Source: an optimization exercise on an open RTL-to-GDS flow (aim: small area, a short achievable clock period and few clock cycles). Production flows keep margins and buffers that such runs may drop.
Function was not checked in any run shown here: the RTL went through the layout flow alone.
Power is estimated from default activity; no workload was simulated.

==> flow/design.v (outline; a module is shown in full before it is edited, if it fits) <==
// module mac_lane: 68 lines
// module mac_pp_tree: 489 lines
// module mac_acc_tree: 476 lines
// module mac_add48: 466 lines
// module mac_array: 98 lines
module mac_array (
  input  logic        clk,
  input  logic        arst_n_in,
  input  logic        in_valid,
  output logic        in_ready,
  input  logic [63:0] a_in,
  input  logic [63:0] b_in,
  input  logic        in_last,
  input  logic        round_in,
  input  logic        sat_in,
  output logic        out_valid,
  input  logic        out_ready,
  output logic [63:0] out,
  output logic [3:0]  out_ovf
);
  // ...
==> flow/run.sh <==
#!/bin/bash
# synth_recipe.tcl (not shown) runs the flow's synth.tcl, then flattens the netlist and writes it again
# the make line also repeats each setting of config.mk as NAME=value (left out here)
make -C /OpenROAD-flow-scripts/flow DESIGN_CONFIG=/design/flow/config.mk WORK_HOME=/design/flow/orfs CLKGATE_MAP_FILE= SYNTH_SCRIPT=/design/flow/synth_recipe.tcl finish
==> flow/config.mk <==
export PLATFORM = sky130hd
export DESIGN_NAME = mac_array
export DESIGN_NICKNAME = mac_array
export VERILOG_FILES = /design/flow/design.v
export SDC_FILE = /design/flow/constraint.sdc
export NUM_CORES = 4
export LEC_CHECK = 0
export ABC_AREA = 1
export CAP_MARGIN = 20
export CORE_MARGIN = 2
export CORE_UTILIZATION = 60
export SETUP_SLACK_MARGIN = 4.3
export SLEW_MARGIN = 20
==> flow/constraint.sdc <==
create_clock -name core_clock -period 7.0 [get_ports {clk}]
set_input_delay 1.4000 -clock core_clock [delete_from_list [all_inputs] [get_ports {clk}]]
set_output_delay 1.4000 -clock core_clock [all_outputs]
set_load 0.01 [all_outputs]
==> out/metrics.yaml, run 1 <==
cts:
  clock-sinks: 1239
  cts.reportedPaths.clkPinSlew_ps: 60
hold_path:
  hold_path_class: "flop to flop"
  min_from: "s2_q"
sta:
  layout_min_cycle_time_ps: 2930
  max_freq_ghz: 0.341
  skew_ps: 17.8
  hold_viol: 0
  rsz0062_at_grt: "true"
synth:
  ys_warn_count: 2
  syn_area_per_cell_sq_um: 9.84
  synth_top_family_by_area: "adder cells"
  synth-xor-area-share_pct: 8.56
  synthesis.instances: 7031
  yosysMostFrequentCell: "inv_1"
pwr:
  clkPwrFrac_pct: 17.1
  pg_comb_mw: 22.1
  p_leak_nw: 38.7
  combPwrFrac_pct: 52.6
finish:
  n_all_inverters: 1295
  largest_registers: "g_lane.u_lane.pv_q (340), g_lane.u_lane.acc_s (192), g_lane.u_lane.acc_c (188)"
  nonClkBufAreaFrac_pct: 7.07
  sh_seq_area_pct: 32.8
global_routing:
  grt_pass1_wl_um: 269000
  gr-usage-met1_pct: 41.6
  grt_pass1_vias: 49700
  met2_usage_pct: 44.8
worst_setup_path:
  critPathSlowestCell: "fa_1"
  crit_cells: 10
  critical_path_required_ps: 7610
  reg2reg_from: "g_lane[3].u_lane.one_q[2]"
die:
  die_x_um: 344
route:
  top_layer: "met5"
  wl_met2_um: 80300
placement:
  dp_slack_ps: 3730
outcome:
  status: "complete, no violations"
==> module mac_lane, before the edit <==
module mac_lane #(
  parameter int unsigned NV = 85
) (
  input  logic        clk_i,
  input  logic        rst_ni,
  input  logic        take_i,     
  input  logic [15:0] a_i,
  input  logic [15:0] b_i,
  input  logic        v1_i,       
  input  logic        l1_i,       
  input  logic        rnd_i,      
  input  logic        sat_i,
  output logic [15:0] res_o,      
  output logic        ovf_o
);
  logic [15:0]   a_q;
  logic [7:0]    one_d, two_d, neg_d, one_q, two_q, neg_q;
  logic [NV-1:0] pv, pv_q;
  logic [47:0]   rs, rc;
  logic [47:15]  fin_q;
  always_comb begin
    for (int i = 0; i < 8; i++) begin
      {neg_d[i], two_d[i], one_d[i]} =
        mac_pkg::booth_enc(b_i[2*i+1], b_i[2*i], (i == 0) ? 1'b0 : b_i[2*i-1]);
    end
  end
  always_ff @(posedge clk_i) begin
    a_q   <= take_i ? a_i : 16'h0;
    one_q <= one_d;
    two_q <= two_d;
    neg_q <= neg_d;
  end
  mac_pp_tree u_pp (.a(a_q), .one(one_q), .two(two_q), .neg(neg_q), .v(pv));
  always_ff @(posedge clk_i) begin
    pv_q <= pv;
  end
  logic [47:0] acc_s, acc_c, acc_gs, acc_gc, sum;
  logic        part_q;
  always_ff @(posedge clk_i or negedge rst_ni) begin
    if (!rst_ni) begin
      part_q <= 1'b0;
    end else if (v1_i) begin
      part_q <= ~l1_i;
    end
  end
  assign acc_gs = part_q ? acc_s : 48'h0;
  assign acc_gc = part_q ? acc_c : 48'h0;
  mac_acc_tree u_acc (.v(pv_q), .acc_s(acc_gs), .acc_c(acc_gc), .s(rs), .c(rc));
  always_ff @(posedge clk_i) begin
    acc_s <= rs;
    acc_c <= rc;
  end
  mac_add48 u_add (.a(acc_s), .b(acc_c), .y(sum));
  always_ff @(posedge clk_i) begin
    fin_q <= sum[47:15];
  end
  logic        c16, c31, all1, all0;
  logic [15:0] lo;
  always_comb begin
    c16   = rnd_i & fin_q[15];
    c31   = c16 & (&fin_q[30:16]);
    all1  = &fin_q[47:31];
    all0  = ~|fin_q[47:31];
    lo    = fin_q[31:16] + {15'h0, c16};
    ovf_o = c31 ? ~(&fin_q[47:32]) : ~(all1 | all0);
    res_o = (sat_i & ovf_o) ? (fin_q[47] ? 16'h8000 : 16'h7fff) : lo;
  end
endmodule
==> module mac_array, before the edit <==
module mac_array (
  input  logic        clk,
  input  logic        arst_n_in,
  input  logic        in_valid,
  output logic        in_ready,
  input  logic [63:0] a_in,
  input  logic [63:0] b_in,
  input  logic        in_last,
  input  logic        round_in,
  input  logic        sat_in,
  output logic        out_valid,
  input  logic        out_ready,
  output logic [63:0] out,
  output logic [3:0]  out_ovf
);
  localparam int unsigned RW = 68;   
  logic          busy_q, take, pop, o_free;
  logic          v0_q, l0_q, v1_q, l1_q, l2_q, done_q;
  logic          r0_q, s0_q, r1_q, s1_q, r2_q, s2_q, r3_q, s3_q;
  logic [1:0]    cnt_q, cnt_d;
  logic [RW-1:0] res, o_q;
  logic          ov_q;
  logic [RW-1:0] sk_q [2];
  logic [1:0]    sc_q;
  logic          rp_q, wp_q;
  assign take     = in_valid & ~busy_q;
  assign in_ready = ~busy_q;
  assign pop      = ov_q & out_ready;
  assign o_free   = ~ov_q | out_ready;
  assign cnt_d = cnt_q + {1'b0, take & in_last} - {1'b0, pop};
  always_ff @(posedge clk or negedge arst_n_in) begin
    if (!arst_n_in) begin
      busy_q  <= 1'b0;
      cnt_q   <= 2'd0;
      v0_q    <= 1'b0;
      l0_q    <= 1'b0;
      v1_q    <= 1'b0;
      l1_q    <= 1'b0;
      l2_q    <= 1'b0;
      done_q  <= 1'b0;
    end else begin
      busy_q  <= (cnt_d == 2'd3);
      cnt_q   <= cnt_d;
      v0_q    <= take;
      l0_q    <= take & in_last;
      v1_q    <= v0_q;
      l1_q    <= l0_q;
      l2_q    <= l1_q;
      done_q  <= l2_q;
    end
  end
  always_ff @(posedge clk) begin
    r0_q <= round_in;
    s0_q <= sat_in;
    r1_q <= r0_q;
    s1_q <= s0_q;
    r2_q <= r1_q;
    s2_q <= s1_q;
    r3_q <= r2_q;
    s3_q <= s2_q;
  end
  for (genvar gi = 0; gi < 4; gi++) begin : g_lane
    mac_lane u_lane (
      .clk_i  (clk),
      .take_i (take),
      .a_i    (a_in[gi*16 +: 16]),
      .b_i    (b_in[gi*16 +: 16]),
      .rst_ni (arst_n_in),
      .v1_i   (v1_q),
      .l1_i   (l1_q),
      .rnd_i  (r3_q),
      .sat_i  (s3_q),
      .res_o  (res[gi*16 +: 16]),
      .ovf_o  (res[64 + gi])
    );
  end
  always_ff @(posedge clk) begin
    if (done_q) sk_q[wp_q] <= res;
    if (o_free) o_q <= (sc_q != 2'd0) ? sk_q[rp_q] : res;
  end
  always_ff @(posedge clk or negedge arst_n_in) begin
    if (!arst_n_in) begin
      ov_q <= 1'b0;
      sc_q <= 2'd0;
      rp_q <= 1'b0;
      wp_q <= 1'b0;
    end else begin
      if (o_free) ov_q <= (sc_q != 2'd0) | done_q;
      if (o_free && sc_q != 2'd0) rp_q <= ~rp_q;
      if (done_q && !(o_free && sc_q == 2'd0)) wp_q <= ~wp_q;
      sc_q <= sc_q + {1'b0, done_q && !(o_free && sc_q == 2'd0)}
                   - {1'b0, o_free && sc_q != 2'd0};
    end
  end
  assign out_valid = ov_q;
  assign out       = o_q[63:0];
  assign out_ovf   = o_q[67:64];
endmodule
==> run 2: changes to the inputs <==
--- a/flow/design.v
+++ b/flow/design.v
@@ -8,5 +8,5 @@
 endpackage
 module mac_lane #(
-  parameter int unsigned NV = 85
+  parameter int unsigned NV = 105
 ) (
   input  logic        clk_i,
@@ -18,5 +18,6 @@
   input  logic        l1_i,       
   input  logic        rnd_i,      
-  input  logic        sat_i,
+  input  logic        rnd_f_i,    
+  input  logic        sat_f_i,
   output logic [15:0] res_o,      
   output logic        ovf_o
@@ -43,5 +44,7 @@
     pv_q <= pv;
   end
-  logic [47:0] acc_s, acc_c, acc_gs, acc_gc, sum;
+  logic [47:0] acc_q, acc_g, acc_n, pend, t;
+  logic [11:1] cc_q, cc_g;
+  logic [11:0] co;
   logic        part_q;
   always_ff @(posedge clk_i or negedge rst_ni) begin
@@ -52,25 +55,35 @@
     end
   end
-  assign acc_gs = part_q ? acc_s : 48'h0;
-  assign acc_gc = part_q ? acc_c : 48'h0;
-  mac_acc_tree u_acc (.v(pv_q), .acc_s(acc_gs), .acc_c(acc_gc), .s(rs), .c(rc));
+  assign acc_g = part_q ? acc_q : 48'h0;
+  assign cc_g  = part_q ? cc_q : 11'h0;
+  mac_acc_tree u_acc (.v(pv_q), .acc(acc_g), .s(rs), .c(rc));
+  for (genvar gj = 0; gj < 12; gj++) begin : g_blk
+    mac_add4c u_blk (
+      .a (rs[4*gj +: 4]),
+      .b (rc[4*gj +: 4]),
+      .ci((gj == 0) ? 1'b0 : cc_g[gj]),
+      .co(co[gj]),
+      .y (acc_n[4*gj +: 4])
+    );
+  end
   always_ff @(posedge clk_i) begin
-    acc_s <= rs;
-    acc_c <= rc;
+    acc_q <= acc_n;
+    cc_q  <= co[10:0];
+  end
+  always_comb begin
+    pend = 48'h0;
+    for (int j = 1; j < 12; j++) pend[4*j] = cc_q[j];
+    pend[15] = rnd_i;
   end
-  mac_add48 u_add (.a(acc_s), .b(acc_c), .y(sum));
+  mac_add48 u_fin (.a(acc_q), .b(pend), .y(t));
   always_ff @(posedge clk_i) begin
-    fin_q <= sum[47:15];
+    fin_q <= t[47:15];
   end
-  logic        c16, c31, all1, all0;
-  logic [15:0] lo;
+  logic wrap, sgn;
   always_comb begin
-    c16   = rnd_i & fin_q[15];
-    c31   = c16 & (&fin_q[30:16]);
-    all1  = &fin_q[47:31];
-    all0  = ~|fin_q[47:31];
-    lo    = fin_q[31:16] + {15'h0, c16};
-    ovf_o = c31 ? ~(&fin_q[47:32]) : ~(all1 | all0);
-    res_o = (sat_i & ovf_o) ? (fin_q[47] ? 16'h8000 : 16'h7fff) : lo;
+    wrap  = rnd_f_i & fin_q[47] & ~|fin_q[46:15];
+    sgn   = fin_q[47] & ~wrap;
+    ovf_o = ~(&fin_q[47:31] | ~|fin_q[47:31]);
+    res_o = (sat_f_i & ovf_o) ? (sgn ? 16'h8000 : 16'h7fff) : fin_q[31:16];
   end
 endmodule
@@ -80,5 +93,5 @@
   input  logic [7:0]  two,
   input  logic [7:0]  neg,
-  output logic [84:0] v
+  output logic [104:0] v
 );
   logic [16:0] pp0;
@@ -150,28 +163,4 @@
   logic t117, t118;
   logic t119, t120;
-  logic t121, t122;
-  logic t123, t124;
-  logic t125, t126;
-  logic t127, t128;
-  logic t129, t130;
-  logic t131, t132;
-  logic t133, t134;
-  logic t135, t136;
-  logic t137, t138;
-  logic t139, t140;
-  logic t141, t142;
-  logic t143, t144;
-  logic t145, t146;
-  logic t147, t148;
-  logic t149, t150;
-  logic t151, t152;
-  logic t153, t154;
-  logic t155, t156;
-  logic t157, t158;
-  logic t159, t160;
-  logic t161, t162;
-  logic t163, t164;
-  logic t165, t166;
-  logic t167, t168;
   assign pp0[0] = ((one[0] & a[0]) | (two[0] & 1'b0)) ^ neg[0];
   assign pp0[1] = ((one[0] & a[1]) | (two[0] & a[0])) ^ neg[0];
@@ -430,52 +419,4 @@
   assign t119 = ~pp5[15];
   assign t120 = pp5[15];
-  assign t121 = pp0[4] ^ pp1[2];
-  assign t122 = pp0[4] & pp1[2];
-  assign t123 = pp0[5] ^ pp1[3];
-  assign t124 = pp0[5] & pp1[3];
-  assign t125 = t49 ^ pp2[2] ^ pp3[0];
-  assign t126 = (t49 & pp2[2]) | (t49 & pp3[0]) | (pp2[2] & pp3[0]);
-  assign t127 = t51 ^ pp2[3] ^ pp3[1];
-  assign t128 = (t51 & pp2[3]) | (t51 & pp3[1]) | (pp2[3] & pp3[1]);
-  assign t129 = t53 ^ t55 ^ neg[4];
-  assign t130 = (t53 & t55) | (t53 & neg[4]) | (t55 & neg[4]);
-  assign t131 = t57 ^ t59 ^ t54;
-  assign t132 = (t57 & t59) | (t57 & t54) | (t59 & t54);
-  assign t133 = t61 ^ t63 ^ t58;
-  assign t134 = (t61 & t63) | (t61 & t58) | (t63 & t58);
-  assign t135 = t65 ^ t67 ^ t62;
-  assign t136 = (t65 & t67) | (t65 & t62) | (t67 & t62);
-  assign t137 = t69 ^ t71 ^ t66;
-  assign t138 = (t69 & t71) | (t69 & t66) | (t71 & t66);
-  assign t139 = t73 ^ t75 ^ t70;
-  assign t140 = (t73 & t75) | (t73 & t70) | (t75 & t70);
-  assign t141 = t77 ^ t79 ^ t74;
-  assign t142 = (t77 & t79) | (t77 & t74) | (t79 & t74);
-  assign t143 = t81 ^ t83 ^ t78;
-  assign t144 = (t81 & t83) | (t81 & t78) | (t83 & t78);
-  assign t145 = t85 ^ t87 ^ t82;
-  assign t146 = (t85 & t87) | (t85 & t82) | (t87 & t82);
-  assign t147 = t89 ^ t91 ^ t86;
-  assign t148 = (t89 & t91) | (t89 & t86) | (t91 & t86);
-  assign t149 = t93 ^ t95 ^ t90;
-  assign t150 = (t93 & t95) | (t93 & t90) | (t95 & t90);
-  assign t151 = t97 ^ t99 ^ t94;
-  assign t152 = (t97 & t99) | (t97 & t94) | (t99 & t94);
-  assign t153 = t101 ^ t103 ^ t98;
-  assign t154 = (t101 & t103) | (t101 & t98) | (t103 & t98);
-  assign t155 = t105 ^ t107 ^ t102;
-  assign t156 = (t105 & t107) | (t105 & t102) | (t107 & t102);
-  assign t157 = t109 ^ t111 ^ t106;
-  assign t158 = (t109 & t111) | (t109 & t106) | (t111 & t106);
-  assign t159 = t113 ^ t115 ^ t110;
-  assign t160 = (t113 & t115) | (t113 & t110) | (t115 & t110);
-  assign t161 = t117 ^ pp7[10] ^ t114;
-  assign t162 = (t117 & pp7[10]) | (t117 & t114) | (pp7[10] & t114);
-  assign t163 = t119 ^ pp6[13] ^ pp7[11];
-  assign t164 = (t119 & pp6[13]) | (t119 & pp7[11]) | (pp6[13] & pp7[11]);
-  assign t165 = ~pp5[16] ^ pp6[14] ^ pp7[12];
-  assign t166 = (~pp5[16] & pp6[14]) | (~pp5[16] & pp7[12]) | (pp6[14] & pp7[12]);
-  assign t167 = ~pp6[15];
-  assign t168 = pp6[15];
   assign v[0] = pp0[0];
   assign v[1] = neg[0];
@@ -486,86 +427,105 @@
   assign v[6] = pp0[3];
   assign v[7] = pp1[1];
-  assign v[8] = t121;
-  assign v[9] = pp2[0];
-  assign v[10] = neg[2];
-  assign v[11] = t123;
-  assign v[12] = pp2[1];
-  assign v[13] = t122;
-  assign v[14] = t125;
-  assign v[15] = neg[3];
-  assign v[16] = t124;
-  assign v[17] = t127;
-  assign v[18] = t50;
-  assign v[19] = t126;
-  assign v[20] = t129;
-  assign v[21] = t52;
-  assign v[22] = t128;
-  assign v[23] = t131;
-  assign v[24] = t56;
-  assign v[25] = t130;
-  assign v[26] = t133;
-  assign v[27] = t60;
-  assign v[28] = t132;
-  assign v[29] = t135;
-  assign v[30] = t64;
-  assign v[31] = t134;
-  assign v[32] = t137;
-  assign v[33] = t68;
-  assign v[34] = t136;
-  assign v[35] = t139;
-  assign v[36] = t72;
-  assign v[37] = t138;
-  assign v[38] = t141;
-  assign v[39] = t76;
-  assign v[40] = t140;
-  assign v[41] = t143;
-  assign v[42] = t80;
-  assign v[43] = t142;
-  assign v[44] = t145;
-  assign v[45] = t84;
-  assign v[46] = t144;
-  assign v[47] = t147;
-  assign v[48] = t88;
-  assign v[49] = t146;
-  assign v[50] = t149;
-  assign v[51] = t92;
-  assign v[52] = t148;
-  assign v[53] = t151;
-  assign v[54] = t96;
-  assign v[55] = t150;
-  assign v[56] = t153;
-  assign v[57] = t100;
-  assign v[58] = t152;
-  assign v[59] = t155;
-  assign v[60] = t104;
-  assign v[61] = t154;
-  assign v[62] = t157;
-  assign v[63] = t108;
-  assign v[64] = t156;
-  assign v[65] = t159;
-  assign v[66] = t112;
-  assign v[67] = t158;
-  assign v[68] = t161;
-  assign v[69] = t116;
-  assign v[70] = t160;
-  assign v[71] = t163;
-  assign v[72] = t118;
-  assign v[73] = t162;
-  assign v[74] = t165;
-  assign v[75] = t120;
-  assign v[76] = t164;
-  assign v[77] = t167;
-  assign v[78] = pp7[13];
-  assign v[79] = t166;
-  assign v[80] = ~pp6[16];
-  assign v[81] = pp7[14];
-  assign v[82] = t168;
-  assign v[83] = pp7[15];
-  assign v[84] = ~pp7[16];
+  assign v[8] = pp0[4];
+  assign v[9] = pp1[2];
+  assign v[10] = pp2[0];
+  assign v[11] = neg[2];
+  assign v[12] = pp0[5];
+  assign v[13] = pp1[3];
+  assign v[14] = pp2[1];
+  assign v[15] = t49;
+  assign v[16] = pp2[2];
+  assign v[17] = pp3[0];
+  assign v[18] = neg[3];
+  assign v[19] = t51;
+  assign v[20] = pp2[3];
+  assign v[21] = pp3[1];
+  assign v[22] = t50;
+  assign v[23] = t53;
+  assign v[24] = t55;
+  assign v[25] = neg[4];
+  assign v[26] = t52;
+  assign v[27] = t57;
+  assign v[28] = t59;
+  assign v[29] = t54;
+  assign v[30] = t56;
+  assign v[31] = t61;
+  assign v[32] = t63;
+  assign v[33] = t58;
+  assign v[34] = t60;
+  assign v[35] = t65;
+  assign v[36] = t67;
+  assign v[37] = t62;
+  assign v[38] = t64;
+  assign v[39] = t69;
+  assign v[40] = t71;
+  assign v[41] = t66;
+  assign v[42] = t68;
+  assign v[43] = t73;
+  assign v[44] = t75;
+  assign v[45] = t70;
+  assign v[46] = t72;
+  assign v[47] = t77;
+  assign v[48] = t79;
+  assign v[49] = t74;
+  assign v[50] = t76;
+  assign v[51] = t81;
+  assign v[52] = t83;
+  assign v[53] = t78;
+  assign v[54] = t80;
+  assign v[55] = t85;
+  assign v[56] = t87;
+  assign v[57] = t82;
+  assign v[58] = t84;
+  assign v[59] = t89;
+  assign v[60] = t91;
+  assign v[61] = t86;
+  assign v[62] = t88;
+  assign v[63] = t93;
+  assign v[64] = t95;
+  assign v[65] = t90;
+  assign v[66] = t92;
+  assign v[67] = t97;
+  assign v[68] = t99;
+  assign v[69] = t94;
+  assign v[70] = t96;
+  assign v[71] = t101;
+  assign v[72] = t103;
+  assign v[73] = t98;
+  assign v[74] = t100;
+  assign v[75] = t105;
+  assign v[76] = t107;
+  assign v[77] = t102;
+  assign v[78] = t104;
+  assign v[79] = t109;
+  assign v[80] = t111;
+  assign v[81] = t106;
+  assign v[82] = t108;
+  assign v[83] = t113;
+  assign v[84] = t115;
+  assign v[85] = t110;
+  assign v[86] = t112;
+  assign v[87] = t117;
+  assign v[88] = pp7[10];
+  assign v[89] = t114;
+  assign v[90] = t116;
+  assign v[91] = t119;
+  assign v[92] = pp6[13];
+  assign v[93] = pp7[11];
+  assign v[94] = t118;
+  assign v[95] = ~pp5[16];
+  assign v[96] = pp6[14];
+  assign v[97] = pp7[12];
+  assign v[98] = t120;
+  assign v[99] = pp6[15];
+  assign v[100] = pp7[13];
+  assign v[101] = ~pp6[16];
+  assign v[102] = pp7[14];
+  assign v[103] = pp7[15];
+  assign v[104] = ~pp7[16];
 endmodule
 module mac_acc_tree (
-  input  logic [84:0] v,
-  input  logic [47:0] acc_s,
-  input  logic [47:0] acc_c,
+  input  logic [104:0] v,
+  input  logic [47:0] acc,
   output logic [47:0] s,
   output logic [47:0] c
@@ -671,372 +631,329 @@
   logic t197, t198;
   logic t199, t200;
-  logic t201, t202;
-  logic t203, t204;
-  logic t205, t206;
-  logic t207, t208;
-  logic t209, t210;
-  logic t211, t212;
-  logic t213, t214;
-  logic t215, t216;
-  logic t217, t218;
-  logic t219, t220;
-  logic t221, t222;
-  logic t223, t224;
-  logic t225, t226;
-  logic t227, t228;
-  logic t229, t230;
-  logic t231, t232;
-  logic t233, t234;
-  logic t235, t236;
-  logic t237, t238;
-  logic t239, t240;
-  logic t241, t242;
-  logic t243, t244;
-  logic t245, t246;
-  logic t247, t248;
-  assign t1 = v[3] ^ v[4];
-  assign t2 = v[3] & v[4];
-  assign t3 = v[6] ^ v[7];
-  assign t4 = v[6] & v[7];
-  assign t5 = v[8] ^ v[9] ^ v[10];
-  assign t6 = (v[8] & v[9]) | (v[8] & v[10]) | (v[9] & v[10]);
-  assign t7 = v[11] ^ v[12] ^ v[13];
-  assign t8 = (v[11] & v[12]) | (v[11] & v[13]) | (v[12] & v[13]);
-  assign t9 = v[14] ^ v[15] ^ v[16];
-  assign t10 = (v[14] & v[15]) | (v[14] & v[16]) | (v[15] & v[16]);
-  assign t11 = v[17] ^ v[18] ^ v[19];
-  assign t12 = (v[17] & v[18]) | (v[17] & v[19]) | (v[18] & v[19]);
-  assign t13 = v[20] ^ v[21] ^ v[22];
-  assign t14 = (v[20] & v[21]) | (v[20] & v[22]) | (v[21] & v[22]);
-  assign t15 = v[23] ^ v[24] ^ v[25];
-  assign t16 = (v[23] & v[24]) | (v[23] & v[25]) | (v[24] & v[25]);
-  assign t17 = v[26] ^ v[27] ^ v[28];
-  assign t18 = (v[26] & v[27]) | (v[26] & v[28]) | (v[27] & v[28]);
-  assign t19 = v[29] ^ v[30] ^ v[31];
-  assign t20 = (v[29] & v[30]) | (v[29] & v[31]) | (v[30] & v[31]);
-  assign t21 = v[32] ^ v[33] ^ v[34];
-  assign t22 = (v[32] & v[33]) | (v[32] & v[34]) | (v[33] & v[34]);
-  assign t23 = v[35] ^ v[36] ^ v[37];
-  assign t24 = (v[35] & v[36]) | (v[35] & v[37]) | (v[36] & v[37]);
-  assign t25 = v[38] ^ v[39] ^ v[40];
-  assign t26 = (v[38] & v[39]) | (v[38] & v[40]) | (v[39] & v[40]);
-  assign t27 = v[41] ^ v[42] ^ v[43];
-  assign t28 = (v[41] & v[42]) | (v[41] & v[43]) | (v[42] & v[43]);
-  assign t29 = v[44] ^ v[45] ^ v[46];
-  assign t30 = (v[44] & v[45]) | (v[44] & v[46]) | (v[45] & v[46]);
-  assign t31 = v[47] ^ v[48] ^ v[49];
-  assign t32 = (v[47] & v[48]) | (v[47] & v[49]) | (v[48] & v[49]);
-  assign t33 = v[50] ^ v[51] ^ v[52];
-  assign t34 = (v[50] & v[51]) | (v[50] & v[52]) | (v[51] & v[52]);
-  assign t35 = v[53] ^ v[54] ^ v[55];
-  assign t36 = (v[53] & v[54]) | (v[53] & v[55]) | (v[54] & v[55]);
-  assign t37 = v[56] ^ v[57] ^ v[58];
-  assign t38 = (v[56] & v[57]) | (v[56] & v[58]) | (v[57] & v[58]);
-  assign t39 = v[59] ^ v[60] ^ v[61];
-  assign t40 = (v[59] & v[60]) | (v[59] & v[61]) | (v[60] & v[61]);
-  assign t41 = v[62] ^ v[63] ^ v[64];
-  assign t42 = (v[62] & v[63]) | (v[62] & v[64]) | (v[63] & v[64]);
-  assign t43 = v[65] ^ v[66] ^ v[67];
-  assign t44 = (v[65] & v[66]) | (v[65] & v[67]) | (v[66] & v[67]);
-  assign t45 = v[68] ^ v[69] ^ v[70];
-  assign t46 = (v[68] & v[69]) | (v[68] & v[70]) | (v[69] & v[70]);
-  assign t47 = v[71] ^ v[72] ^ v[73];
-  assign t48 = (v[71] & v[72]) | (v[71] & v[73]) | (v[72] & v[73]);
-  assign t49 = v[74] ^ v[75] ^ v[76];
-  assign t50 = (v[74] & v[75]) | (v[74] & v[76]) | (v[75] & v[76]);
-  assign t51 = v[77] ^ v[78] ^ v[79];
-  assign t52 = (v[77] & v[78]) | (v[77] & v[79]) | (v[78] & v[79]);
-  assign t53 = v[80] ^ v[81] ^ v[82];
-  assign t54 = (v[80] & v[81]) | (v[80] & v[82]) | (v[81] & v[82]);
-  assign t55 = ~v[83];
-  assign t56 = v[83];
-  assign t57 = v[0] ^ v[1];
-  assign t58 = v[0] & v[1];
-  assign t59 = v[2] ^ acc_s[1];
-  assign t60 = v[2] & acc_s[1];
-  assign t61 = t1 ^ v[5] ^ acc_s[2];
-  assign t62 = (t1 & v[5]) | (t1 & acc_s[2]) | (v[5] & acc_s[2]);
-  assign t63 = t3 ^ acc_s[3] ^ acc_c[3];
-  assign t64 = (t3 & acc_s[3]) | (t3 & acc_c[3]) | (acc_s[3] & acc_c[3]);
-  assign t65 = t5 ^ acc_s[4] ^ acc_c[4];
-  assign t66 = (t5 & acc_s[4]) | (t5 & acc_c[4]) | (acc_s[4] & acc_c[4]);
-  assign t67 = t7 ^ acc_s[5] ^ acc_c[5];
-  assign t68 = (t7 & acc_s[5]) | (t7 & acc_c[5]) | (acc_s[5] & acc_c[5]);
-  assign t69 = t9 ^ acc_s[6] ^ acc_c[6];
-  assign t70 = (t9 & acc_s[6]) | (t9 & acc_c[6]) | (acc_s[6] & acc_c[6]);
-  assign t71 = t11 ^ acc_s[7] ^ acc_c[7];
-  assign t72 = (t11 & acc_s[7]) | (t11 & acc_c[7]) | (acc_s[7] & acc_c[7]);
-  assign t73 = t13 ^ acc_s[8] ^ acc_c[8];
-  assign t74 = (t13 & acc_s[8]) | (t13 & acc_c[8]) | (acc_s[8] & acc_c[8]);
-  assign t75 = t15 ^ acc_s[9] ^ acc_c[9];
-  assign t76 = (t15 & acc_s[9]) | (t15 & acc_c[9]) | (acc_s[9] & acc_c[9]);
-  assign t77 = t17 ^ acc_s[10] ^ acc_c[10];
-  assign t78 = (t17 & acc_s[10]) | (t17 & acc_c[10]) | (acc_s[10] & acc_c[10]);
-  assign t79 = t19 ^ acc_s[11] ^ acc_c[11];
-  assign t80 = (t19 & acc_s[11]) | (t19 & acc_c[11]) | (acc_s[11] & acc_c[11]);
-  assign t81 = t21 ^ acc_s[12] ^ acc_c[12];
-  assign t82 = (t21 & acc_s[12]) | (t21 & acc_c[12]) | (acc_s[12] & acc_c[12]);
-  assign t83 = t23 ^ acc_s[13] ^ acc_c[13];
-  assign t84 = (t23 & acc_s[13]) | (t23 & acc_c[13]) | (acc_s[13] & acc_c[13]);
-  assign t85 = t25 ^ acc_s[14] ^ acc_c[14];
-  assign t86 = (t25 & acc_s[14]) | (t25 & acc_c[14]) | (acc_s[14] & acc_c[14]);
-  assign t87 = t27 ^ acc_s[15] ^ acc_c[15];
-  assign t88 = (t27 & acc_s[15]) | (t27 & acc_c[15]) | (acc_s[15] & acc_c[15]);
-  assign t89 = t29 ^ acc_s[16] ^ acc_c[16];
-  assign t90 = (t29 & acc_s[16]) | (t29 & acc_c[16]) | (acc_s[16] & acc_c[16]);
-  assign t91 = t31 ^ acc_s[17] ^ acc_c[17];
-  assign t92 = (t31 & acc_s[17]) | (t31 & acc_c[17]) | (acc_s[17] & acc_c[17]);
-  assign t93 = t33 ^ acc_s[18] ^ acc_c[18];
-  assign t94 = (t33 & acc_s[18]) | (t33 & acc_c[18]) | (acc_s[18] & acc_c[18]);
-  assign t95 = t35 ^ acc_s[19] ^ acc_c[19];
-  assign t96 = (t35 & acc_s[19]) | (t35 & acc_c[19]) | (acc_s[19] & acc_c[19]);
-  assign t97 = t37 ^ acc_s[20] ^ acc_c[20];
-  assign t98 = (t37 & acc_s[20]) | (t37 & acc_c[20]) | (acc_s[20] & acc_c[20]);
-  assign t99 = t39 ^ acc_s[21] ^ acc_c[21];
-  assign t100 = (t39 & acc_s[21]) | (t39 & acc_c[21]) | (acc_s[21] & acc_c[21]);
-  assign t101 = t41 ^ acc_s[22] ^ acc_c[22];
-  assign t102 = (t41 & acc_s[22]) | (t41 & acc_c[22]) | (acc_s[22] & acc_c[22]);
-  assign t103 = t43 ^ acc_s[23] ^ acc_c[23];
-  assign t104 = (t43 & acc_s[23]) | (t43 & acc_c[23]) | (acc_s[23] & acc_c[23]);
-  assign t105 = t45 ^ acc_s[24] ^ acc_c[24];
-  assign t106 = (t45 & acc_s[24]) | (t45 & acc_c[24]) | (acc_s[24] & acc_c[24]);
-  assign t107 = t47 ^ acc_s[25] ^ acc_c[25];
-  assign t108 = (t47 & acc_s[25]) | (t47 & acc_c[25]) | (acc_s[25] & acc_c[25]);
-  assign t109 = t49 ^ acc_s[26] ^ acc_c[26];
-  assign t110 = (t49 & acc_s[26]) | (t49 & acc_c[26]) | (acc_s[26] & acc_c[26]);
-  assign t111 = t51 ^ acc_s[27] ^ acc_c[27];
-  assign t112 = (t51 & acc_s[27]) | (t51 & acc_c[27]) | (acc_s[27] & acc_c[27]);
-  assign t113 = t53 ^ acc_s[28] ^ acc_c[28];
-  assign t114 = (t53 & acc_s[28]) | (t53 & acc_c[28]) | (acc_s[28] & acc_c[28]);
-  assign t115 = t55 ^ acc_s[29] ^ acc_c[29];
-  assign t116 = (t55 & acc_s[29]) | (t55 & acc_c[29]) | (acc_s[29] & acc_c[29]);
-  assign t117 = v[84] ^ acc_s[30] ^ acc_c[30];
-  assign t118 = (v[84] & acc_s[30]) | (v[84] & acc_c[30]) | (acc_s[30] & acc_c[30]);
-  assign t119 = ~acc_s[31];
-  assign t120 = acc_s[31];
-  assign t121 = ~acc_s[32];
-  assign t122 = acc_s[32];
-  assign t123 = ~acc_s[33];
-  assign t124 = acc_s[33];
-  assign t125 = ~acc_s[34];
-  assign t126 = acc_s[34];
-  assign t127 = ~acc_s[35];
-  assign t128 = acc_s[35];
-  assign t129 = ~acc_s[36];
-  assign t130 = acc_s[36];
-  assign t131 = ~acc_s[37];
-  assign t132 = acc_s[37];
-  assign t133 = ~acc_s[38];
-  assign t134 = acc_s[38];
-  assign t135 = ~acc_s[39];
-  assign t136 = acc_s[39];
-  assign t137 = ~acc_s[40];
-  assign t138 = acc_s[40];
-  assign t139 = ~acc_s[41];
-  assign t140 = acc_s[41];
-  assign t141 = ~acc_s[42];
-  assign t142 = acc_s[42];
-  assign t143 = ~acc_s[43];
-  assign t144 = acc_s[43];
-  assign t145 = ~acc_s[44];
-  assign t146 = acc_s[44];
-  assign t147 = ~acc_s[45];
-  assign t148 = acc_s[45];
-  assign t149 = ~acc_s[46];
-  assign t150 = acc_s[46];
-  assign t151 = ~acc_s[47];
-  assign t152 = acc_s[47];
-  assign t153 = t57 ^ acc_s[0];
-  assign t154 = t57 & acc_s[0];
-  assign t155 = t59 ^ acc_c[1] ^ t58;
-  assign t156 = (t59 & acc_c[1]) | (t59 & t58) | (acc_c[1] & t58);
-  assign t157 = t61 ^ acc_c[2] ^ t60;
-  assign t158 = (t61 & acc_c[2]) | (t61 & t60) | (acc_c[2] & t60);
-  assign t159 = t63 ^ t2 ^ t62;
-  assign t160 = (t63 & t2) | (t63 & t62) | (t2 & t62);
-  assign t161 = t65 ^ t4 ^ t64;
-  assign t162 = (t65 & t4) | (t65 & t64) | (t4 & t64);
-  assign t163 = t67 ^ t6 ^ t66;
-  assign t164 = (t67 & t6) | (t67 & t66) | (t6 & t66);
-  assign t165 = t69 ^ t8 ^ t68;
-  assign t166 = (t69 & t8) | (t69 & t68) | (t8 & t68);
-  assign t167 = t71 ^ t10 ^ t70;
-  assign t168 = (t71 & t10) | (t71 & t70) | (t10 & t70);
-  assign t169 = t73 ^ t12 ^ t72;
-  assign t170 = (t73 & t12) | (t73 & t72) | (t12 & t72);
-  assign t171 = t75 ^ t14 ^ t74;
-  assign t172 = (t75 & t14) | (t75 & t74) | (t14 & t74);
-  assign t173 = t77 ^ t16 ^ t76;
-  assign t174 = (t77 & t16) | (t77 & t76) | (t16 & t76);
-  assign t175 = t79 ^ t18 ^ t78;
-  assign t176 = (t79 & t18) | (t79 & t78) | (t18 & t78);
-  assign t177 = t81 ^ t20 ^ t80;
-  assign t178 = (t81 & t20) | (t81 & t80) | (t20 & t80);
-  assign t179 = t83 ^ t22 ^ t82;
-  assign t180 = (t83 & t22) | (t83 & t82) | (t22 & t82);
-  assign t181 = t85 ^ t24 ^ t84;
-  assign t182 = (t85 & t24) | (t85 & t84) | (t24 & t84);
-  assign t183 = t87 ^ t26 ^ t86;
-  assign t184 = (t87 & t26) | (t87 & t86) | (t26 & t86);
-  assign t185 = t89 ^ t28 ^ t88;
-  assign t186 = (t89 & t28) | (t89 & t88) | (t28 & t88);
-  assign t187 = t91 ^ t30 ^ t90;
-  assign t188 = (t91 & t30) | (t91 & t90) | (t30 & t90);
-  assign t189 = t93 ^ t32 ^ t92;
-  assign t190 = (t93 & t32) | (t93 & t92) | (t32 & t92);
-  assign t191 = t95 ^ t34 ^ t94;
-  assign t192 = (t95 & t34) | (t95 & t94) | (t34 & t94);
-  assign t193 = t97 ^ t36 ^ t96;
-  assign t194 = (t97 & t36) | (t97 & t96) | (t36 & t96);
-  assign t195 = t99 ^ t38 ^ t98;
-  assign t196 = (t99 & t38) | (t99 & t98) | (t38 & t98);
-  assign t197 = t101 ^ t40 ^ t100;
-  assign t198 = (t101 & t40) | (t101 & t100) | (t40 & t100);
-  assign t199 = t103 ^ t42 ^ t102;
-  assign t200 = (t103 & t42) | (t103 & t102) | (t42 & t102);
-  assign t201 = t105 ^ t44 ^ t104;
-  assign t202 = (t105 & t44) | (t105 & t104) | (t44 & t104);
-  assign t203 = t107 ^ t46 ^ t106;
-  assign t204 = (t107 & t46) | (t107 & t106) | (t46 & t106);
-  assign t205 = t109 ^ t48 ^ t108;
-  assign t206 = (t109 & t48) | (t109 & t108) | (t48 & t108);
-  assign t207 = t111 ^ t50 ^ t110;
-  assign t208 = (t111 & t50) | (t111 & t110) | (t50 & t110);
-  assign t209 = t113 ^ t52 ^ t112;
-  assign t210 = (t113 & t52) | (t113 & t112) | (t52 & t112);
-  assign t211 = t115 ^ t54 ^ t114;
-  assign t212 = (t115 & t54) | (t115 & t114) | (t54 & t114);
-  assign t213 = t117 ^ t56 ^ t116;
-  assign t214 = (t117 & t56) | (t117 & t116) | (t56 & t116);
-  assign t215 = t119 ^ acc_c[31] ^ t118;
-  assign t216 = (t119 & acc_c[31]) | (t119 & t118) | (acc_c[31] & t118);
-  assign t217 = t121 ^ acc_c[32] ^ t120;
-  assign t218 = (t121 & acc_c[32]) | (t121 & t120) | (acc_c[32] & t120);
-  assign t219 = t123 ^ acc_c[33] ^ t122;
-  assign t220 = (t123 & acc_c[33]) | (t123 & t122) | (acc_c[33] & t122);
-  assign t221 = t125 ^ acc_c[34] ^ t124;
-  assign t222 = (t125 & acc_c[34]) | (t125 & t124) | (acc_c[34] & t124);
-  assign t223 = t127 ^ acc_c[35] ^ t126;
-  assign t224 = (t127 & acc_c[35]) | (t127 & t126) | (acc_c[35] & t126);
-  assign t225 = t129 ^ acc_c[36] ^ t128;
-  assign t226 = (t129 & acc_c[36]) | (t129 & t128) | (acc_c[36] & t128);
-  assign t227 = t131 ^ acc_c[37] ^ t130;
-  assign t228 = (t131 & acc_c[37]) | (t131 & t130) | (acc_c[37] & t130);
-  assign t229 = t133 ^ acc_c[38] ^ t132;
-  assign t230 = (t133 & acc_c[38]) | (t133 & t132) | (acc_c[38] & t132);
-  assign t231 = t135 ^ acc_c[39] ^ t134;
-  assign t232 = (t135 & acc_c[39]) | (t135 & t134) | (acc_c[39] & t134);
-  assign t233 = t137 ^ acc_c[40] ^ t136;
-  assign t234 = (t137 & acc_c[40]) | (t137 & t136) | (acc_c[40] & t136);
-  assign t235 = t139 ^ acc_c[41] ^ t138;
-  assign t236 = (t139 & acc_c[41]) | (t139 & t138) | (acc_c[41] & t138);
-  assign t237 = t141 ^ acc_c[42] ^ t140;
-  assign t238 = (t141 & acc_c[42]) | (t141 & t140) | (acc_c[42] & t140);
-  assign t239 = t143 ^ acc_c[43] ^ t142;
-  assign t240 = (t143 & acc_c[43]) | (t143 & t142) | (acc_c[43] & t142);
-  assign t241 = t145 ^ acc_c[44] ^ t144;
-  assign t242 = (t145 & acc_c[44]) | (t145 & t144) | (acc_c[44] & t144);
-  assign t243 = t147 ^ acc_c[45] ^ t146;
-  assign t244 = (t147 & acc_c[45]) | (t147 & t146) | (acc_c[45] & t146);
-  assign t245 = t149 ^ acc_c[46] ^ t148;
-  assign t246 = (t149 & acc_c[46]) | (t149 & t148) | (acc_c[46] & t148);
-  assign t247 = t151 ^ acc_c[47] ^ t150;
-  assign t248 = (t151 & acc_c[47]) | (t151 & t150) | (acc_c[47] & t150);
-  assign s[0] = t153;
-  assign c[0] = acc_c[0];
-  assign s[1] = t155;
-  assign c[1] = t154;
-  assign s[2] = t157;
-  assign c[2] = t156;
-  assign s[3] = t159;
-  assign c[3] = t158;
-  assign s[4] = t161;
-  assign c[4] = t160;
-  assign s[5] = t163;
-  assign c[5] = t162;
-  assign s[6] = t165;
-  assign c[6] = t164;
-  assign s[7] = t167;
-  assign c[7] = t166;
-  assign s[8] = t169;
-  assign c[8] = t168;
-  assign s[9] = t171;
-  assign c[9] = t170;
-  assign s[10] = t173;
-  assign c[10] = t172;
-  assign s[11] = t175;
-  assign c[11] = t174;
-  assign s[12] = t177;
-  assign c[12] = t176;
-  assign s[13] = t179;
-  assign c[13] = t178;
-  assign s[14] = t181;
-  assign c[14] = t180;
-  assign s[15] = t183;
-  assign c[15] = t182;
-  assign s[16] = t185;
-  assign c[16] = t184;
-  assign s[17] = t187;
-  assign c[17] = t186;
-  assign s[18] = t189;
-  assign c[18] = t188;
-  assign s[19] = t191;
-  assign c[19] = t190;
-  assign s[20] = t193;
-  assign c[20] = t192;
-  assign s[21] = t195;
-  assign c[21] = t194;
-  assign s[22] = t197;
-  assign c[22] = t196;
-  assign s[23] = t199;
-  assign c[23] = t198;
-  assign s[24] = t201;
-  assign c[24] = t200;
-  assign s[25] = t203;
-  assign c[25] = t202;
-  assign s[26] = t205;
-  assign c[26] = t204;
-  assign s[27] = t207;
-  assign c[27] = t206;
-  assign s[28] = t209;
-  assign c[28] = t208;
-  assign s[29] = t211;
-  assign c[29] = t210;
-  assign s[30] = t213;
-  assign c[30] = t212;
-  assign s[31] = t215;
-  assign c[31] = t214;
-  assign s[32] = t217;
-  assign c[32] = t216;
-  assign s[33] = t219;
-  assign c[33] = t218;
-  assign s[34] = t221;
-  assign c[34] = t220;
-  assign s[35] = t223;
-  assign c[35] = t222;
-  assign s[36] = t225;
-  assign c[36] = t224;
-  assign s[37] = t227;
-  assign c[37] = t226;
-  assign s[38] = t229;
-  assign c[38] = t228;
-  assign s[39] = t231;
-  assign c[39] = t230;
-  assign s[40] = t233;
-  assign c[40] = t232;
-  assign s[41] = t235;
-  assign c[41] = t234;
-  assign s[42] = t237;
-  assign c[42] = t236;
-  assign s[43] = t239;
-  assign c[43] = t238;
-  assign s[44] = t241;
-  assign c[44] = t240;
-  assign s[45] = t243;
-  assign c[45] = t242;
-  assign s[46] = t245;
-  assign c[46] = t244;
-  assign s[47] = t247;
-  assign c[47] = t246;
+  assign t1 = v[8] ^ v[9];
+  assign t2 = v[8] & v[9];
+  assign t3 = v[12] ^ v[13];
+  assign t4 = v[12] & v[13];
+  assign t5 = v[15] ^ v[16] ^ v[17];
+  assign t6 = (v[15] & v[16]) | (v[15] & v[17]) | (v[16] & v[17]);
+  assign t7 = v[19] ^ v[20] ^ v[21];
+  assign t8 = (v[19] & v[20]) | (v[19] & v[21]) | (v[20] & v[21]);
+  assign t9 = v[23] ^ v[24] ^ v[25];
+  assign t10 = (v[23] & v[24]) | (v[23] & v[25]) | (v[24] & v[25]);
+  assign t11 = v[27] ^ v[28] ^ v[29];
+  assign t12 = (v[27] & v[28]) | (v[27] & v[29]) | (v[28] & v[29]);
+  assign t13 = v[31] ^ v[32] ^ v[33];
+  assign t14 = (v[31] & v[32]) | (v[31] & v[33]) | (v[32] & v[33]);
+  assign t15 = v[35] ^ v[36] ^ v[37];
+  assign t16 = (v[35] & v[36]) | (v[35] & v[37]) | (v[36] & v[37]);
+  assign t17 = v[39] ^ v[40] ^ v[41];
+  assign t18 = (v[39] & v[40]) | (v[39] & v[41]) | (v[40] & v[41]);
+  assign t19 = v[43] ^ v[44] ^ v[45];
+  assign t20 = (v[43] & v[44]) | (v[43] & v[45]) | (v[44] & v[45]);
+  assign t21 = v[47] ^ v[48] ^ v[49];
+  assign t22 = (v[47] & v[48]) | (v[47] & v[49]) | (v[48] & v[49]);
+  assign t23 = v[51] ^ v[52] ^ v[53];
+  assign t24 = (v[51] & v[52]) | (v[51] & v[53]) | (v[52] & v[53]);
+  assign t25 = v[55] ^ v[56] ^ v[57];
+  assign t26 = (v[55] & v[56]) | (v[55] & v[57]) | (v[56] & v[57]);
+  assign t27 = v[59] ^ v[60] ^ v[61];
+  assign t28 = (v[59] & v[60]) | (v[59] & v[61]) | (v[60] & v[61]);
+  assign t29 = v[63] ^ v[64] ^ v[65];
+  assign t30 = (v[63] & v[64]) | (v[63] & v[65]) | (v[64] & v[65]);
+  assign t31 = v[67] ^ v[68] ^ v[69];
+  assign t32 = (v[67] & v[68]) | (v[67] & v[69]) | (v[68] & v[69]);
+  assign t33 = v[71] ^ v[72] ^ v[73];
+  assign t34 = (v[71] & v[72]) | (v[71] & v[73]) | (v[72] & v[73]);
+  assign t35 = v[75] ^ v[76] ^ v[77];
+  assign t36 = (v[75] & v[76]) | (v[75] & v[77]) | (v[76] & v[77]);
+  assign t37 = v[79] ^ v[80] ^ v[81];
+  assign t38 = (v[79] & v[80]) | (v[79] & v[81]) | (v[80] & v[81]);
+  assign t39 = v[83] ^ v[84] ^ v[85];
+  assign t40 = (v[83] & v[84]) | (v[83] & v[85]) | (v[84] & v[85]);
+  assign t41 = v[87] ^ v[88] ^ v[89];
+  assign t42 = (v[87] & v[88]) | (v[87] & v[89]) | (v[88] & v[89]);
+  assign t43 = v[91] ^ v[92] ^ v[93];
+  assign t44 = (v[91] & v[92]) | (v[91] & v[93]) | (v[92] & v[93]);
+  assign t45 = v[95] ^ v[96] ^ v[97];
+  assign t46 = (v[95] & v[96]) | (v[95] & v[97]) | (v[96] & v[97]);
+  assign t47 = ~v[99];
+  assign t48 = v[99];
+  assign t49 = v[3] ^ v[4];
+  assign t50 = v[3] & v[4];
+  assign t51 = v[6] ^ v[7];
+  assign t52 = v[6] & v[7];
+  assign t53 = t1 ^ v[10] ^ v[11];
+  assign t54 = (t1 & v[10]) | (t1 & v[11]) | (v[10] & v[11]);
+  assign t55 = t3 ^ v[14] ^ t2;
+  assign t56 = (t3 & v[14]) | (t3 & t2) | (v[14] & t2);
+  assign t57 = t5 ^ v[18] ^ t4;
+  assign t58 = (t5 & v[18]) | (t5 & t4) | (v[18] & t4);
+  assign t59 = t7 ^ v[22] ^ t6;
+  assign t60 = (t7 & v[22]) | (t7 & t6) | (v[22] & t6);
+  assign t61 = t9 ^ v[26] ^ t8;
+  assign t62 = (t9 & v[26]) | (t9 & t8) | (v[26] & t8);
+  assign t63 = t11 ^ v[30] ^ t10;
+  assign t64 = (t11 & v[30]) | (t11 & t10) | (v[30] & t10);
+  assign t65 = t13 ^ v[34] ^ t12;
+  assign t66 = (t13 & v[34]) | (t13 & t12) | (v[34] & t12);
+  assign t67 = t15 ^ v[38] ^ t14;
+  assign t68 = (t15 & v[38]) | (t15 & t14) | (v[38] & t14);
+  assign t69 = t17 ^ v[42] ^ t16;
+  assign t70 = (t17 & v[42]) | (t17 & t16) | (v[42] & t16);
+  assign t71 = t19 ^ v[46] ^ t18;
+  assign t72 = (t19 & v[46]) | (t19 & t18) | (v[46] & t18);
+  assign t73 = t21 ^ v[50] ^ t20;
+  assign t74 = (t21 & v[50]) | (t21 & t20) | (v[50] & t20);
+  assign t75 = t23 ^ v[54] ^ t22;
+  assign t76 = (t23 & v[54]) | (t23 & t22) | (v[54] & t22);
+  assign t77 = t25 ^ v[58] ^ t24;
+  assign t78 = (t25 & v[58]) | (t25 & t24) | (v[58] & t24);
+  assign t79 = t27 ^ v[62] ^ t26;
+  assign t80 = (t27 & v[62]) | (t27 & t26) | (v[62] & t26);
+  assign t81 = t29 ^ v[66] ^ t28;
+  assign t82 = (t29 & v[66]) | (t29 & t28) | (v[66] & t28);
+  assign t83 = t31 ^ v[70] ^ t30;
+  assign t84 = (t31 & v[70]) | (t31 & t30) | (v[70] & t30);
+  assign t85 = t33 ^ v[74] ^ t32;
+  assign t86 = (t33 & v[74]) | (t33 & t32) | (v[74] & t32);
+  assign t87 = t35 ^ v[78] ^ t34;
+  assign t88 = (t35 & v[78]) | (t35 & t34) | (v[78] & t34);
+  assign t89 = t37 ^ v[82] ^ t36;
+  assign t90 = (t37 & v[82]) | (t37 & t36) | (v[82] & t36);
+  assign t91 = t39 ^ v[86] ^ t38;
+  assign t92 = (t39 & v[86]) | (t39 & t38) | (v[86] & t38);
+  assign t93 = t41 ^ v[90] ^ t40;
+  assign t94 = (t41 & v[90]) | (t41 & t40) | (v[90] & t40);
+  assign t95 = t43 ^ v[94] ^ t42;
+  assign t96 = (t43 & v[94]) | (t43 & t42) | (v[94] & t42);
+  assign t97 = t45 ^ v[98] ^ t44;
+  assign t98 = (t45 & v[98]) | (t45 & t44) | (v[98] & t44);
+  assign t99 = t47 ^ v[100] ^ t46;
+  assign t100 = (t47 & v[100]) | (t47 & t46) | (v[100] & t46);
+  assign t101 = v[101] ^ v[102] ^ t48;
+  assign t102 = (v[101] & v[102]) | (v[101] & t48) | (v[102] & t48);
+  assign t103 = ~v[103];
+  assign t104 = v[103];
+  assign t105 = v[0] ^ v[1];
+  assign t106 = v[0] & v[1];
+  assign t107 = v[2] ^ acc[1];
+  assign t108 = v[2] & acc[1];
+  assign t109 = t49 ^ v[5] ^ acc[2];
+  assign t110 = (t49 & v[5]) | (t49 & acc[2]) | (v[5] & acc[2]);
+  assign t111 = t51 ^ t50 ^ acc[3];
+  assign t112 = (t51 & t50) | (t51 & acc[3]) | (t50 & acc[3]);
+  assign t113 = t53 ^ t52 ^ acc[4];
+  assign t114 = (t53 & t52) | (t53 & acc[4]) | (t52 & acc[4]);
+  assign t115 = t55 ^ t54 ^ acc[5];
+  assign t116 = (t55 & t54) | (t55 & acc[5]) | (t54 & acc[5]);
+  assign t117 = t57 ^ t56 ^ acc[6];
+  assign t118 = (t57 & t56) | (t57 & acc[6]) | (t56 & acc[6]);
+  assign t119 = t59 ^ t58 ^ acc[7];
+  assign t120 = (t59 & t58) | (t59 & acc[7]) | (t58 & acc[7]);
+  assign t121 = t61 ^ t60 ^ acc[8];
+  assign t122 = (t61 & t60) | (t61 & acc[8]) | (t60 & acc[8]);
+  assign t123 = t63 ^ t62 ^ acc[9];
+  assign t124 = (t63 & t62) | (t63 & acc[9]) | (t62 & acc[9]);
+  assign t125 = t65 ^ t64 ^ acc[10];
+  assign t126 = (t65 & t64) | (t65 & acc[10]) | (t64 & acc[10]);
+  assign t127 = t67 ^ t66 ^ acc[11];
+  assign t128 = (t67 & t66) | (t67 & acc[11]) | (t66 & acc[11]);
+  assign t129 = t69 ^ t68 ^ acc[12];
+  assign t130 = (t69 & t68) | (t69 & acc[12]) | (t68 & acc[12]);
+  assign t131 = t71 ^ t70 ^ acc[13];
+  assign t132 = (t71 & t70) | (t71 & acc[13]) | (t70 & acc[13]);
+  assign t133 = t73 ^ t72 ^ acc[14];
+  assign t134 = (t73 & t72) | (t73 & acc[14]) | (t72 & acc[14]);
+  assign t135 = t75 ^ t74 ^ acc[15];
+  assign t136 = (t75 & t74) | (t75 & acc[15]) | (t74 & acc[15]);
+  assign t137 = t77 ^ t76 ^ acc[16];
+  assign t138 = (t77 & t76) | (t77 & acc[16]) | (t76 & acc[16]);
+  assign t139 = t79 ^ t78 ^ acc[17];
+  assign t140 = (t79 & t78) | (t79 & acc[17]) | (t78 & acc[17]);
+  assign t141 = t81 ^ t80 ^ acc[18];
+  assign t142 = (t81 & t80) | (t81 & acc[18]) | (t80 & acc[18]);
+  assign t143 = t83 ^ t82 ^ acc[19];
+  assign t144 = (t83 & t82) | (t83 & acc[19]) | (t82 & acc[19]);
+  assign t145 = t85 ^ t84 ^ acc[20];
+  assign t146 = (t85 & t84) | (t85 & acc[20]) | (t84 & acc[20]);
+  assign t147 = t87 ^ t86 ^ acc[21];
+  assign t148 = (t87 & t86) | (t87 & acc[21]) | (t86 & acc[21]);
+  assign t149 = t89 ^ t88 ^ acc[22];
+  assign t150 = (t89 & t88) | (t89 & acc[22]) | (t88 & acc[22]);
+  assign t151 = t91 ^ t90 ^ acc[23];
+  assign t152 = (t91 & t90) | (t91 & acc[23]) | (t90 & acc[23]);
+  assign t153 = t93 ^ t92 ^ acc[24];
+  assign t154 = (t93 & t92) | (t93 & acc[24]) | (t92 & acc[24]);
+  assign t155 = t95 ^ t94 ^ acc[25];
+  assign t156 = (t95 & t94) | (t95 & acc[25]) | (t94 & acc[25]);
+  assign t157 = t97 ^ t96 ^ acc[26];
+  assign t158 = (t97 & t96) | (t97 & acc[26]) | (t96 & acc[26]);
+  assign t159 = t99 ^ t98 ^ acc[27];
+  assign t160 = (t99 & t98) | (t99 & acc[27]) | (t98 & acc[27]);
+  assign t161 = t101 ^ t100 ^ acc[28];
+  assign t162 = (t101 & t100) | (t101 & acc[28]) | (t100 & acc[28]);
+  assign t163 = t103 ^ t102 ^ acc[29];
+  assign t164 = (t103 & t102) | (t103 & acc[29]) | (t102 & acc[29]);
+  assign t165 = v[104] ^ t104 ^ acc[30];
+  assign t166 = (v[104] & t104) | (v[104] & acc[30]) | (t104 & acc[30]);
+  assign t167 = ~acc[31];
+  assign t168 = acc[31];
+  assign t169 = ~acc[32];
+  assign t170 = acc[32];
+  assign t171 = ~acc[33];
+  assign t172 = acc[33];
+  assign t173 = ~acc[34];
+  assign t174 = acc[34];
+  assign t175 = ~acc[35];
+  assign t176 = acc[35];
+  assign t177 = ~acc[36];
+  assign t178 = acc[36];
+  assign t179 = ~acc[37];
+  assign t180 = acc[37];
+  assign t181 = ~acc[38];
+  assign t182 = acc[38];
+  assign t183 = ~acc[39];
+  assign t184 = acc[39];
+  assign t185 = ~acc[40];
+  assign t186 = acc[40];
+  assign t187 = ~acc[41];
+  assign t188 = acc[41];
+  assign t189 = ~acc[42];
+  assign t190 = acc[42];
+  assign t191 = ~acc[43];
+  assign t192 = acc[43];
+  assign t193 = ~acc[44];
+  assign t194 = acc[44];
+  assign t195 = ~acc[45];
+  assign t196 = acc[45];
+  assign t197 = ~acc[46];
+  assign t198 = acc[46];
+  assign t199 = ~acc[47];
+  assign t200 = acc[47];
+  assign s[0] = t105;
+  assign c[0] = acc[0];
+  assign s[1] = t107;
+  assign c[1] = t106;
+  assign s[2] = t109;
+  assign c[2] = t108;
+  assign s[3] = t111;
+  assign c[3] = t110;
+  assign s[4] = t113;
+  assign c[4] = t112;
+  assign s[5] = t115;
+  assign c[5] = t114;
+  assign s[6] = t117;
+  assign c[6] = t116;
+  assign s[7] = t119;
+  assign c[7] = t118;
+  assign s[8] = t121;
+  assign c[8] = t120;
+  assign s[9] = t123;
+  assign c[9] = t122;
+  assign s[10] = t125;
+  assign c[10] = t124;
+  assign s[11] = t127;
+  assign c[11] = t126;
+  assign s[12] = t129;
+  assign c[12] = t128;
+  assign s[13] = t131;
+  assign c[13] = t130;
+  assign s[14] = t133;
+  assign c[14] = t132;
+  assign s[15] = t135;
+  assign c[15] = t134;
+  assign s[16] = t137;
+  assign c[16] = t136;
+  assign s[17] = t139;
+  assign c[17] = t138;
+  assign s[18] = t141;
+  assign c[18] = t140;
+  assign s[19] = t143;
+  assign c[19] = t142;
+  assign s[20] = t145;
+  assign c[20] = t144;
+  assign s[21] = t147;
+  assign c[21] = t146;
+  assign s[22] = t149;
+  assign c[22] = t148;
+  assign s[23] = t151;
+  assign c[23] = t150;
+  assign s[24] = t153;
+  assign c[24] = t152;
+  assign s[25] = t155;
+  assign c[25] = t154;
+  assign s[26] = t157;
+  assign c[26] = t156;
+  assign s[27] = t159;
+  assign c[27] = t158;
+  assign s[28] = t161;
+  assign c[28] = t160;
+  assign s[29] = t163;
+  assign c[29] = t162;
+  assign s[30] = t165;
+  assign c[30] = t164;
+  assign s[31] = t167;
+  assign c[31] = t166;
+  assign s[32] = t169;
+  assign c[32] = t168;
+  assign s[33] = t171;
+  assign c[33] = t170;
+  assign s[34] = t173;
+  assign c[34] = t172;
+  assign s[35] = t175;
+  assign c[35] = t174;
+  assign s[36] = t177;
+  assign c[36] = t176;
+  assign s[37] = t179;
+  assign c[37] = t178;
+  assign s[38] = t181;
+  assign c[38] = t180;
+  assign s[39] = t183;
+  assign c[39] = t182;
+  assign s[40] = t185;
+  assign c[40] = t184;
+  assign s[41] = t187;
+  assign c[41] = t186;
+  assign s[42] = t189;
+  assign c[42] = t188;
+  assign s[43] = t191;
+  assign c[43] = t190;
+  assign s[44] = t193;
+  assign c[44] = t192;
+  assign s[45] = t195;
+  assign c[45] = t194;
+  assign s[46] = t197;
+  assign c[46] = t196;
+  assign s[47] = t199;
+  assign c[47] = t198;
+endmodule
+module mac_add4c (
+  input  logic [3:0] a,
+  input  logic [3:0] b,
+  input  logic        ci,
+  output logic        co,
+  output logic [3:0] y
+);
+  logic [3:0] g, p, cy;
+  assign g = {a[3:1] & b[3:1], (a[0] & b[0]) | ((a[0] ^ b[0]) & ci)};
+  assign p = a ^ b;
+  logic gg1, pp1;
+  logic gg2, pp2;
+  logic gg3, pp3;
+  logic gg4, pp4;
+  assign gg1 = g[1] | (p[1] & g[0]);
+  assign pp1 = 1'b0;
+  assign gg2 = g[3] | (p[3] & g[2]);
+  assign pp2 = p[3] & p[2];
+  assign gg3 = g[2] | (p[2] & gg1);
+  assign pp3 = 1'b0;
+  assign gg4 = gg2 | (pp2 & gg1);
+  assign pp4 = 1'b0;
+  assign cy[0] = ci;
+  assign cy[1] = g[0];
+  assign cy[2] = gg1;
+  assign cy[3] = gg3;
+  assign y = p ^ cy;
+  assign co = gg4;
 endmodule
 module mac_add48 (
@@ -1535,5 +1452,14 @@
   assign pop      = ov_q & out_ready;
   assign o_free   = ~ov_q | out_ready;
-  assign cnt_d = cnt_q + {1'b0, take & in_last} - {1'b0, pop};
+  logic inc, dec;
+  assign inc = take & in_last;
+  assign dec = pop;
+  always_comb begin
+    case ({inc, dec})
+      2'b10:   cnt_d = cnt_q + 2'd1;
+      2'b01:   cnt_d = cnt_q - 2'd1;
+      default: cnt_d = cnt_q;
+    endcase
+  end
   always_ff @(posedge clk or negedge arst_n_in) begin
     if (!arst_n_in) begin
@@ -1547,5 +1473,5 @@
       done_q  <= 1'b0;
     end else begin
-      busy_q  <= (cnt_d == 2'd3);
+      busy_q  <= ~dec & (busy_q | ((cnt_q == 2'd2) & in_valid & in_last));
       cnt_q   <= cnt_d;
       v0_q    <= take;
@@ -1576,6 +1502,7 @@
       .v1_i   (v1_q),
       .l1_i   (l1_q),
-      .rnd_i  (r3_q),
-      .sat_i  (s3_q),
+      .rnd_i  (r2_q),
+      .rnd_f_i(r3_q),
+      .sat_f_i(s3_q),
       .res_o  (res[gi*16 +: 16]),
       .ovf_o  (res[64 + gi])
==> flow/flow/run.sh (new file) <==
#!/bin/bash
# Standard layout flow, with the port buffers made from a regular buffer
# cell (the default pick is a delay cell). All tool output is in
# orfs/logs/ (per step) and in standard.log here.
set -euo pipefail
export BUFFER_PORTS_ARGS="-buffer_cell sky130_fd_sc_hd__buf_4"
bash standard.sh > standard.log 2>&1
==> flow/standard.sh (new file) <==
#!/bin/bash
# synth_recipe.tcl (not shown) runs the flow's synth.tcl, then flattens the netlist and writes it again
# the make line also repeats each setting of config.mk as NAME=value (left out here)
make -C /OpenROAD-flow-scripts/flow DESIGN_CONFIG=/design/flow/config.mk WORK_HOME=/design/flow/orfs CLKGATE_MAP_FILE= SYNTH_SCRIPT=/design/flow/synth_recipe.tcl "${@:-finish}"
--- a/flow/config.mk
+++ b/flow/config.mk
@@ -9,5 +9,5 @@
 export CAP_MARGIN = 20
 export CORE_MARGIN = 2
-export CORE_UTILIZATION = 60
-export SETUP_SLACK_MARGIN = 4.3
+export CORE_UTILIZATION = 40
+export SETUP_SLACK_MARGIN = 4.1
 export SLEW_MARGIN = 20
removed: flow/run.sh
==> out/metrics.yaml, run 2 <==
outcome:
  status: "complete, no violations"
route:
  via_per_inst: 4.76
  ant_nets: 0
  firstDrtPassIters: 6
  via_count: 42700
  wirelength_um: 151000
  drt_iter0_drc: 2625
  wl_per_cell_um: 16.9
  drc: 0
worst_setup_path:
  reg2reg_from: "g_lane[0].u_lane.pv_q[87]"
  r2r_slack_ps: 3720
  end_kind: "flop"
  crit_path_max_fanout: 2
  critical_path_required_ps: 7650  # +40 ps
  start_kind: "flop"
  criticalPathCategory: "flop to flop"
  regToRegEndpoint: "g_lane[0].u_lane.acc_q[26]"
  cp.arrival_ps: 3930
  reg2reg_depth: 10
cts:
  cts_max_level: 4
  clock-sinks: 1175  # -5.2%
  clock_path_buffers: 3
  hold_buffers: 0
  cts_tree: "yes"
  cts_made_buffers: 134
  cts.reportedPaths.clkPinSlew_ps: 60  # about the same
  cts.root.buffer_cell: "clkbuf_16"
  insertion_delay_ps: 770
die:
  core-area_sq_um: 160000
  die_x_um: 405  # +18%
  dieArea_sq_um: 164000
  die_h_um: 405
  initial_utilization_pct: 40.2
  io_pins: 205
  core.rowCount: 147
synth:
  ys_warn_count: 2  # unchanged
  yosysSeqAreaShare_pct: 39.8
  synth_flop_cell: "dfxtp_1"
  syn-num-nets: 7581
  synth.area.top_cells: "dfxtp_1, fa_1, edfxtp_1"
  synth-seq-cells: 1175
  synth_commonest_cells: "inv_1, dfxtp_1, nand2_1"
  yosys.area.top_type_share_pct: 29.7
  ys_types: 49
  yosysTopAreaCell: "dfxtp_1"
  synthesis.instances: 6555  # -6.8%
  synth_area_sq_um: 64400
  syn_area_per_cell_sq_um: 9.83  # -0.11%
  yosysMostFrequentCell: "inv_1"
  synth_edf_count: 204
  ys_async_sr_fraction_pct: 1.28
job:
  drv_cap: 0
global_routing:
  grt_max_degree: 70
  grt_usage_pct: 18.7
  antenna_found_initial: 3
  grt_pass1_wl_um: 243000  # -9.5%
  grt_pass1_vias: 44500  # -11%
  grt_overflow_total: 0
finish:
  layout_common_cells: "inv_1, dfxtp_1, nand2_1"
  regMostFlops: "g_lane.u_lane.pv_q"
  fin_util_pct: 45.5
  largest_registers: "g_lane.u_lane.pv_q (420), g_lane.u_lane.acc_q (192), sk_q (136)"
  drive_gt1_share_pct: 12.7
  layout_commonest_cell: "inv_1"
  largest_reg_flops: 420
  num-nets-final: 7717
  syn2layout_area_growth_pct: 13.1
placement:
  port_buffers: 204
  place.gp.congestion: 0.900
  hpwl_um: 113000
hold_path:
  whs_path_depth: 0
  hold_path_class: "flop to flop"
  min_from: "s2_q"
  hold_end: "s3_q"
sta:
  rsz0062_at_grt: "true"
  hold_viol: 0  # unchanged
  period_share_pct: 46.9
  finalSetupViolations: 0
  worstMarginPinSlew_ps: 1050
  layout_min_cycle_time_ps: 3280  # +350 ps
  final_max_slew_viol_count: 0
  skew_ps: 32.1  # +14.2 ps
  max_freq_ghz: 0.305  # -11%
  slew_headroom_pct: 29.8
  setup_tns_ps: 0
pwr:
  power_density_nw_per_um2: 571
  p_leak_nw: 34.7  # -10%
  vdd_drop_max_mv: 0.388
[run 2: cell count changes after synthesis, moves of 37 or more]
cell     change
nand2_1    -105
inv_1       +37
xor2_1      +49
xnor2_1     -52
nor2_1      -46
fa_1        -76
dfxtp_1     -64
a21oi_1     -74
[run 2: how the worst max path moves through the flow]
stage,start,endpoint,slack (ps)
after floorplan,g_lane[0].u_lane.pv_q[71],g_lane[0].u_lane.acc_q[22],3760
after global placement,g_lane[0].u_lane.pv_q[87],g_lane[0].u_lane.acc_q[26],3680
after detailed placement,g_lane[2].u_lane.part_q,g_lane[3].u_lane.acc_q[7],3640
after CTS,g_lane[0].u_lane.pv_q[71],g_lane[0].u_lane.acc_q[22],3710
after global routing,g_lane[0].u_lane.pv_q[87],g_lane[0].u_lane.acc_q[26],3640
final,g_lane[0].u_lane.pv_q[87],g_lane[0].u_lane.acc_q[26],3720
[run 2: timing repair]
item | 4_1_cts | 5_1_grt
resized for setup | 105 | 81
gates cloned | 0 | 0
endpoints found under the hold margin | 0 | 0
pin swaps | 78 | 55
setup endpoints to repair | 130 | 107
setup buffers | 14 | 6
[run 2: where the power goes]
part | switching [mW] | total, mW | internal [mW]
sequential | 1.57 | 11.6 | 10.1
clock | 2.86 | 6.99 | 4.13
combinational | 12.7 | 23.0 | 10.2
[run 2: area by class of cell]
| class | count | area, sq um |
|---|---|---|
| inverters | 1286 | 4830 |
| well taps | 2160 | 2700 |
| multi-input cells | 3853 | 33300 |
| clock inverters | 50 | 463 |
| fillers | 15100 | 87300 |
| clock buffers | 196 | 3960 |
| flip-flops and latches | 1175 | 25700 |
| repair buffers | 241 | 1910 |
| diodes | 1 | 2.50 |
[run 2: kinds of logic (layout without fill, tap and decap cells)]
family	Yosys count	count (layout)	synth area share, %
compound gates	787	787	7.46
xor+xnor	673	673	9.15
fa+ha+maj	891	891	24.6
buf+inv	1527	1773	9.10
flops	1175	1175	39.8
mux	21	21	0.367
other cells	0	1	0
simple gates	1481	1481	9.53
[run 2: through the flow]
| stage | setup WS [ps] | area, sq um | hold WS [ps] | power, mW | cells |
|---|---|---|---|---|---|
| finish | 3720 | 72900 | 331 | 41.6 | 8962 |
| CTS | 3710 | 72700 | 334 | 41.5 | 8955 |
| detailed placement | 3640 | 68000 | 312 | 33.8 | 8695 |
| global route | 3640 | 72900 | 335 | 46.3 | 8961 |
| floorplan | 3760 | 64700 | 310 | 27.8 | 6555 |
| global placement | 3680 | 68000 | 314 | 32.7 | 8695 |
[run 2: worst max-delay path, cell delays in order, from the launching register on]
cell and delay (ps):
dfxtp_2 320, inv_2 30, fa_1 520, inv_1 50, fa_1 450, fa_1 500
inv_2 40, fa_2 330, fa_2 370, fa_2 540, inv_1 30
[run 2: routing by layer]
layer  GRT usage, %  routed length (um)  vias to the layer above
met5              0                   0                        -
met4           5.83                3820                        0
met3           3.02                7510                      224
met2           30.3               69700                     1037
met1           25.7               70400                    20700
li1               -                   -                    20700

Re-timed with assumed drivers on the ports (clkbuf_16 on the clock, buf_2 on other inputs), run 2 has 3.720 ns of setup slack against 3.720 ns with ideal ports, and 3.720 ns once port delays also move by the mid clock arrival of 0.829 ns.
